Source: an optimization exercise on an open RTL-to-GDS flow (aim: small area, a short achievable clock period and few clock cycles per item). Production flows keep margins and buffers that such runs may drop. The RTL was checked by simulation tests, not by an equivalence proof against the original design.

## constraint.sdc

```tcl
create_clock -name core_clock -period 7.0 [get_ports {clk}]
set_input_delay 1.4000 -clock core_clock [delete_from_list [all_inputs] [get_ports {clk}]]
set_output_delay 1.4000 -clock core_clock [all_outputs]
set_load 0.01 [all_outputs]
```

## design.v

```verilog
package alu_pkg;
    localparam int data_w  = 32;
    localparam int shamt_w = 5;
    localparam int op_w    = 6;
    localparam int queue_depth = 4;
    localparam int out_credits = 3;
    localparam int cnt_w       = 3;
    localparam int qptr_w      = 2;
    typedef enum logic [op_w-1:0] {
        alu_add   = 6'h00,
        alu_addu  = 6'h01,
        alu_sub   = 6'h02,
        alu_subu  = 6'h03,
        alu_and   = 6'h04,
        alu_or    = 6'h05,
        alu_xor   = 6'h06,
        alu_nor   = 6'h07,
        alu_slt   = 6'h08,
        alu_sltu  = 6'h09,
        alu_lui   = 6'h0a,
        alu_sll   = 6'h10,
        alu_srl   = 6'h11,
        alu_sra   = 6'h12,
        alu_sllv  = 6'h14,
        alu_srlv  = 6'h15,
        alu_srav  = 6'h16,
        alu_rotr  = 6'h18,
        alu_rotrv = 6'h19,
        alu_ins   = 6'h20,
        alu_ext   = 6'h21
    } alu_op_e;
endpackage
`timescale 1ns/1ps
import alu_pkg::*;
module alu_shift_unit
(
    input  alu_pkg::alu_op_e             op,
    input  logic [data_w-1:0]   b,
    input  logic [shamt_w-1:0]  shamt,
    input  logic [shamt_w-1:0]  a_low,
    output logic [data_w-1:0]   result
);
    logic                  variable;
    logic [shamt_w-1:0]    amount;
    logic [2*data_w-1:0]   rot_src;
    assign variable = (op == alu_sllv) || (op == alu_srlv) ||
                      (op == alu_srav) || (op == alu_rotrv);
    assign amount   = variable ? a_low : shamt;
    assign rot_src  = {b, b} >> amount;
    always_comb begin
        case (op)
            alu_sll,
            alu_sllv: begin
                result = b << amount;
            end
            alu_srl,
            alu_srlv: begin
                result = b >> amount;
            end
            alu_sra,
            alu_srav: begin
                result = $signed(b) >>> amount;
            end
            alu_rotr,
            alu_rotrv: begin
                result = rot_src[data_w-1:0];
            end
            default: begin
                result = '0;
            end
        endcase
    end
endmodule
`timescale 1ns/1ps
import alu_pkg::*;
module alu_bitfield_unit
(
    input  alu_pkg::alu_op_e             op,
    input  logic [data_w-1:0]   a,
    input  logic [data_w-1:0]   b,
    input  logic [shamt_w-1:0]  lsb,
    input  logic [shamt_w-1:0]  msb,
    output logic [data_w-1:0]   result
);
    logic [data_w-1:0] low_mask;
    logic [data_w-1:0] field_mask;
    logic [data_w-1:0] ins_word;
    assign low_mask   = ~({data_w{1'b1}} << msb << 1);
    assign field_mask = low_mask & ({data_w{1'b1}} << lsb);
    assign ins_word = (b & ~field_mask) | ((a << lsb) & field_mask);
    always_comb begin
        case (op)
            alu_ins: begin
                result = ins_word;
            end
            alu_ext: begin
                result = (a >> lsb) & low_mask;
            end
            default: begin
                result = '0;
            end
        endcase
    end
endmodule
`timescale 1ns/1ps
import alu_pkg::*;
module alu_arith_unit
(
    input  alu_pkg::alu_op_e            op,
    input  logic [data_w-1:0]  a,
    input  logic [data_w-1:0]  b,
    output logic [data_w-1:0]  result,
    output logic               overflow,
    output logic               great
);
    logic                subtract;
    logic [data_w-1:0]   b_eff;
    logic [data_w:0]     sum;
    logic                sum_ovf;
    logic                lt_signed;
    logic                lt_unsigned;
    assign subtract = (op == alu_sub) || (op == alu_subu) ||
                      (op == alu_slt) || (op == alu_sltu);
    assign b_eff    = subtract ? ~b : b;
    assign sum      = {1'b0, a} + {1'b0, b_eff} + {{data_w{1'b0}}, subtract};
    assign sum_ovf  = (a[data_w-1] == b_eff[data_w-1]) &&
                      (sum[data_w-1] != a[data_w-1]);
    assign lt_signed   = sum[data_w-1] ^ sum_ovf;
    assign lt_unsigned = ~sum[data_w];
    always_comb begin
        case (op)
            alu_slt:  result = {{(data_w-1){1'b0}}, lt_signed};
            alu_sltu: result = {{(data_w-1){1'b0}}, lt_unsigned};
            default:  result = sum[data_w-1:0];
        endcase
    end
    assign overflow = sum_ovf && ((op == alu_add) || (op == alu_sub));
    assign great    = $signed(a) > $signed(b);
endmodule
`timescale 1ns/1ps
import alu_pkg::*;
module alu_core
(
    input  logic                clk,
    input  logic                arst_n,
    input  logic                issue,
    input  alu_pkg::alu_op_e             op,
    input  logic [data_w-1:0]   a,
    input  logic [data_w-1:0]   b,
    input  logic [shamt_w-1:0]  shamt,
    input  logic [shamt_w-1:0]  rd,
    output logic                res_valid,
    output logic [data_w-1:0]   result,
    output logic                zero,
    output logic                great,
    output logic                overflow
);
    logic [data_w-1:0] shift_res;
    logic [data_w-1:0] field_res;
    logic [data_w-1:0] arith_res;
    logic              arith_ovf;
    logic              arith_great;
    logic [data_w-1:0] next_result;
    logic              op_known;
    alu_shift_unit shift_i (
        .op     (op),
        .b      (b),
        .shamt  (shamt),
        .a_low  (a[shamt_w-1:0]),
        .result (shift_res)
    );
    alu_bitfield_unit field_i (
        .op     (op),
        .a      (a),
        .b      (b),
        .lsb    (shamt),
        .msb    (rd),
        .result (field_res)
    );
    alu_arith_unit arith_i (
        .op       (op),
        .a        (a),
        .b        (b),
        .result   (arith_res),
        .overflow (arith_ovf),
        .great    (arith_great)
    );
    always_comb begin
        op_known    = 1'b1;
        next_result = '0;
        case (op)
            alu_and:  next_result = a & b;
            alu_or:   next_result = a | b;
            alu_xor:  next_result = a ^ b;
            alu_nor:  next_result = ~(a | b);
            alu_lui:  next_result = {b[15:0], 16'h0000};
            alu_add, alu_addu, alu_sub, alu_subu,
            alu_slt, alu_sltu: begin
                next_result = arith_res;
            end
            alu_sll, alu_srl, alu_sra, alu_sllv, alu_srlv, alu_srav,
            alu_rotr, alu_rotrv: begin
                next_result = shift_res;
            end
            alu_ins, alu_ext: begin
                next_result = field_res;
            end
            default: begin
                op_known = 1'b0;
            end
        endcase
    end
    always_ff @(posedge clk or negedge arst_n) begin
        if (!arst_n) begin
            res_valid <= 1'b0;
        end else begin
            res_valid <= issue;
        end
    end
    always_ff @(posedge clk) begin
        if (issue) begin
            result   <= next_result;
            zero     <= (next_result == '0);
            great    <= arith_great;
            overflow <= arith_ovf;
        end
    end
endmodule
`timescale 1ns/1ps
import alu_pkg::*;
module alu_issue_queue
(
    input  logic                clk,
    input  logic                arst_n,
    input  logic                in_valid,
    input  alu_pkg::alu_op_e             in_op,
    input  logic [data_w-1:0]   in_a,
    input  logic [data_w-1:0]   in_b,
    input  logic [shamt_w-1:0]  in_shamt,
    input  logic [shamt_w-1:0]  in_rd,
    output logic                in_credit,
    input  logic                out_credit,
    output logic                pop,
    output alu_pkg::alu_op_e             head_op,
    output logic [data_w-1:0]   head_a,
    output logic [data_w-1:0]   head_b,
    output logic [shamt_w-1:0]  head_shamt,
    output logic [shamt_w-1:0]  head_rd
);
    alu_pkg::alu_op_e             op_mem    [queue_depth];
    logic [data_w-1:0]   a_mem     [queue_depth];
    logic [data_w-1:0]   b_mem     [queue_depth];
    logic [shamt_w-1:0]  shamt_mem [queue_depth];
    logic [shamt_w-1:0]  rd_mem    [queue_depth];
    logic [qptr_w-1:0]   wr_ptr;
    logic [qptr_w-1:0]   rd_ptr;
    logic [cnt_w-1:0]    count;
    logic [cnt_w-1:0]    credits;
    always_ff @(posedge clk) begin
        if (in_valid) begin
            op_mem[wr_ptr]    <= in_op;
            a_mem[wr_ptr]     <= in_a;
            b_mem[wr_ptr]     <= in_b;
            shamt_mem[wr_ptr] <= in_shamt;
            rd_mem[wr_ptr]    <= in_rd;
        end
    end
    assign head_op    = op_mem[rd_ptr];
    assign head_a     = a_mem[rd_ptr];
    assign head_b     = b_mem[rd_ptr];
    assign head_shamt = shamt_mem[rd_ptr];
    assign head_rd    = rd_mem[rd_ptr];
    assign pop = (count != '0) && (credits != '0);
    always_ff @(posedge clk or negedge arst_n) begin
        if (!arst_n) begin
            wr_ptr    <= '0;
            rd_ptr    <= '0;
            count     <= '0;
            credits   <= cnt_w'(out_credits);
            in_credit <= 1'b0;
        end else begin
            if (in_valid) begin
                wr_ptr <= wr_ptr + qptr_w'(1);
            end
            if (pop) begin
                rd_ptr <= rd_ptr + qptr_w'(1);
            end
            case ({in_valid, pop})
                2'b10:   count <= count + cnt_w'(1);
                2'b01:   count <= count - cnt_w'(1);
                default: count <= count;
            endcase
            case ({out_credit, pop})
                2'b10:   credits <= credits + cnt_w'(1);
                2'b01:   credits <= credits - cnt_w'(1);
                default: credits <= credits;
            endcase
            in_credit <= pop;
        end
    end
endmodule
`timescale 1ns/1ps
import alu_pkg::*;
module alu_exec_top
(
    input  logic                clk,
    input  logic                arst_n,
    input  logic                in_valid,
    input  alu_pkg::alu_op_e             in_op,
    input  logic [data_w-1:0]   in_a,
    input  logic [data_w-1:0]   in_b,
    input  logic [shamt_w-1:0]  in_shamt,
    input  logic [shamt_w-1:0]  in_rd,
    output logic                in_credit,
    output logic                out_valid,
    output logic [data_w-1:0]   out_result,
    output logic                out_zero,
    output logic                out_great,
    output logic                out_overflow,
    input  logic                out_credit
);
    logic                pop;
    alu_pkg::alu_op_e             head_op;
    logic [data_w-1:0]   head_a;
    logic [data_w-1:0]   head_b;
    logic [shamt_w-1:0]  head_shamt;
    logic [shamt_w-1:0]  head_rd;
    alu_issue_queue queue_i (
        .clk        (clk),
        .arst_n     (arst_n),
        .in_valid   (in_valid),
        .in_op      (in_op),
        .in_a       (in_a),
        .in_b       (in_b),
        .in_shamt   (in_shamt),
        .in_rd      (in_rd),
        .in_credit  (in_credit),
        .out_credit (out_credit),
        .pop        (pop),
        .head_op    (head_op),
        .head_a     (head_a),
        .head_b     (head_b),
        .head_shamt (head_shamt),
        .head_rd    (head_rd)
    );
    alu_core core_i (
        .clk       (clk),
        .arst_n    (arst_n),
        .issue     (pop),
        .op        (head_op),
        .a         (head_a),
        .b         (head_b),
        .shamt     (head_shamt),
        .rd        (head_rd),
        .res_valid (out_valid),
        .result    (out_result),
        .zero      (out_zero),
        .great     (out_great),
        .overflow  (out_overflow)
    );
endmodule
```

## run.sh

```bash
#!/bin/bash
# synth_recipe.tcl (not shown) runs the flow's synth.tcl, then flattens the netlist and writes it again
# the make line also repeats each setting of config.mk as NAME=value (left out here)
make -C /OpenROAD-flow-scripts/flow DESIGN_CONFIG=/design/flow/config.mk WORK_HOME=/design/flow/orfs CLKGATE_MAP_FILE= SYNTH_SCRIPT=/design/flow/synth_recipe.tcl finish
```

## config.mk

```make
export PLATFORM = sky130hd
export DESIGN_NAME = alu_exec_top
export DESIGN_NICKNAME = alu_exec_top
export VERILOG_FILES = /design/flow/design.v
export SDC_FILE = /design/flow/constraint.sdc
export NUM_CORES = 4
export LEC_CHECK = 0
export CAP_MARGIN = 20
export CORE_MARGIN = 2
export CORE_UTILIZATION = 40
export SLEW_MARGIN = 20
```

==> notes.md <==
registers in the layout (all words and copies together) (netlist names):
register / flops
queue_i.wr_ptr: 2
core_i.zero: 1
core_i.res_valid: 1
queue_i.shamt_mem: 20
core_i.result: 32
queue_i.rd_mem: 20
queue_i.count: 3
core_i.overflow: 1
queue_i.credits: 3
queue_i.op_mem: 24
queue_i.b_mem: 128
queue_i.a_mem: 128
queue_i.rd_ptr: 2
core_i.great: 1
worst max-delay path by stage:
stage / endpoint / cells after the start
2_1_floorplan: core_i.zero / 22
3_3_place_gp: core_i.zero / 22
3_5_place_dp: core_i.zero / 21
4_1_cts: core_i.zero / 22
5_1_grt: core_i.zero / 22
6_report: core_i.zero / 17
metrics by stage:
| stage | setup WS, ns | hold slack (ns) |
|---|---|---|
| 6_report | 0.329 | 0.490 |
| 5_1_grt | 0.147 | 0.511 |
| 4_1_cts | 0.426 | 0.493 |
| 3_5_place_dp | 0.466 | 0.485 |
| 3_3_place_gp | 0.523 | 0.457 |
| 2_1_floorplan | 1.26 | 0.443 |
cells in the mapped netlist, types with 9 or more instances:
library cell  number
o32ai_1           23
a31oi_1           30
nor2_1           293
or4_1             12
nand2_1          266
o221ai_1          20
and2_1            21
nor3_1            85
o22ai_1           90
o21ai_0          149
a22oi_1           19
buf_2             66
buf_1             30
clkbuf_1         100
buf_4             13
xor2_1            19
ha_1             133
inv_1             90
o211ai_1          41
a211o_1           17
a211oi_1          50
a2111oi_0          9
o21a_1            10
a222oi_1          12
edfxtp_1         355
nand2b_1          13
a221o_1            9
xnor2_1           58
dfrtp_1            9
nor4_1            31
nand4_1           13
o311ai_0          12
mux4_2            75
or3_1             13
a21o_1            40
nand3_1           73
o21ai_1           17
a311oi_1          10
a21oi_1          234
and3_1            14
o31ai_1           13
a221oi_1          15
mux2i_1          115
mux2_2            39
cells by family (layout without fill, tap and decap cells):
group,after synthesis,in the layout
compound gates,904,904
xor+xnor,77,77
fa+ha+maj,136,136
buf+inv,307,531
flops,366,366
mux,229,229
other cells,0,2
simple gates,866,866
critical path, stage by stage, from the launching register on:
cell      delay [ns]
dfrtp_4         0.60
buf_4           0.60
buf_4           0.48
mux4_2          0.80
inv_1           0.25
ha_1            0.30
inv_1           0.08
nor2_1          0.05
a21oi_1         0.15
o22ai_1         0.15
a222oi_1        0.81
nand3_1         0.37
a211o_1         0.45
or4_1           0.52
nor4_1          0.31
buf_4           0.16
nand4_1         0.08
nor4_2          0.27
layer usage:
metal / track usage / up-vias / part of all wire
met5: 0.00946 / - / 0.00082
met4: 0.215 / 6 / 0.065
met3: 0.123 / 425 / 0.12
met2: 0.565 / 2006 / 0.41
met1: 0.543 / 13500 / 0.40
li1: - / 11500 / -
final cells by class:
type,instances,share of cell area
clock buffers,52,0.0328
flip-flops and latches,366,0.337
repair buffers,369,0.0960
clock inverters,19,0.00562
diodes,2,0.000154
inverters,91,0.0105
multi-input cells,2212,0.482
well taps,931,0.0358
==> flow_summary.ini <==
[detailed_routing]
drt_iter0_drc = 4297
drt-total-wl_mm = 146
vias_per_cell = 6.78
drc_errors = 0
detail-route-antenna-nets = 0
firstDrtPassIters = 10
routedWlPerCell_um = 36.0
vias = 27400

[timing]
setup_tns_ns = 0
finalHoldViolCount = 0
setup_violations = 0
skew_ns = 0.0538
period_minus_slack_ns = 6.67
grt_setup_unrepaired = no
finalCritPeriodShare = 0.953
drv_slew = 0
relSlewSlack = 0.240
worst_pin_slew_ns = 1.13
timing.fmax_mhz = 150

[synthesis]
synthesis.area_sq_mm = 0.0279
synth_compound_area_frac = 0.216
synth-simple-area-share = 0.140
synth_flop_cell = edfxtp_1
synth_top_family_by_area = compound AO/OA/AOI/OAI gates
synth_area_leaders = edfxtp_1 38%, mux4_2 6.1%, ha_1 6.0%
netlist.area_leader.share = 0.383
ys_types = 93
avgSynthCellArea_sq_um = 9.66
yosysSeqAreaShare = 0.393
ys_ff_latch = 366
synthesis.instances = 2885
synthArstFlopShare = 0.0301
synth_edf_count = 355
synth_nets = 3105
synth_xor_area_frac = 0.0242
synth.area.mux_share = 0.118
ys_warn_count = 5
synth_fa_ha_area_frac = 0.0619
synth_top_area_cell = edfxtp_1

[critical_path]
path_class = flip-flop to flip-flop
worstPathArrival_ns = 7.06
required_ns = 7.39
endpoint_kind = flip-flop
ff2ff_path_depth = 17
r2r_setup_slack_ns = 0.33
crit_fanout = 32
startpoint = queue_i.rd_ptr[0]
rr_startpoint = queue_i.rd_ptr[0]
reg2reg_to = core_i.zero
cp-start-kind = flip-flop

[cts]
path_clk_slew_ns = 0.06
clock-sinks = 366
root_buffer = clkbuf_16
hold_buffers = 0
ctsHtreeMaxLevel = 2
cts_resized = 0
clockBufferDepth = 3
post_cts_buffers = 0
cts_tree = yes
clk-insertion-delay-late_ns = 0.59
cts_buffers = 39

[final_layout]
final_util = 0.472
fillers = 6485
layout_common_cells = 355 x edfxtp_1, 288 x nor2_1, 264 x nand2_1
syn2layout_area_growth_pct = 16.7
final_common_cell = edfxtp_1
drive_above_1_share = 0.156
design_area_sq_mm = 0.0325
fin_cells = 4042
ff_latch_area_sq_mm = 0.0109
multi_input_area_sq_mm = 0.0157
fin_nets = 3299

[min_path]
hold_end = queue_i.count[2]
min_path_type = flip-flop to flip-flop
worstHoldPathCells = 1
hold_start = queue_i.count[2]

[global_routing]
grt_pass1_vias = 25800
grt_pass1_wl_mm = 201
grt_max_degree = 53
antenna_found_initial = 5
grt_overflow = 0
grt.total_usage = 0.399

[die]
initial_utilization = 0.405
core_area_sq_mm = 0.0688
die_y_um = 268
die_w_um = 268
die-area_sq_mm = 0.0718
fp-row-count = 96
boundaryPins = 121

[placement]
gp_congestion = 1.08
placed_area_sq_mm = 0.0313
place_inst = 3969
hpwl_mm = 114
portBuffers = 120

[run]
drv_cap = 0

[run_status]
status = complete, no violations
Testbench counts, summed over its fixed seeds: cycles 9,616, items 9,600.

-- re-timing with driven ports --
In the flow no input, the clock included, has a driving cell. The finished layout below was timed again as built, in two steps. Step 1 sets driving cells, clkbuf_16 on the clock port and buf_2 on the other inputs (assumed; they add their load-dependent delay and slew). Step 2 moves the port delays by t, midway between the first and last clock arrival at a register: inputs arrive t later, outputs are due t later. That takes back most of the time a late clock gives input paths. a / b / c = ideal / step 1 / step 2; a / b = the first two.
t, ns: 0.633
setup WS [ns]: 0.329 / 0.329 / 0.329
worst setup path at the end: register to register
clock arrival spread, ns: 0.057 / 0.057
After both steps setup and hold are still met in this run. For this run, drivers alone change the setup slack by 0.000 ns; drivers and shift together by 0.000 ns.
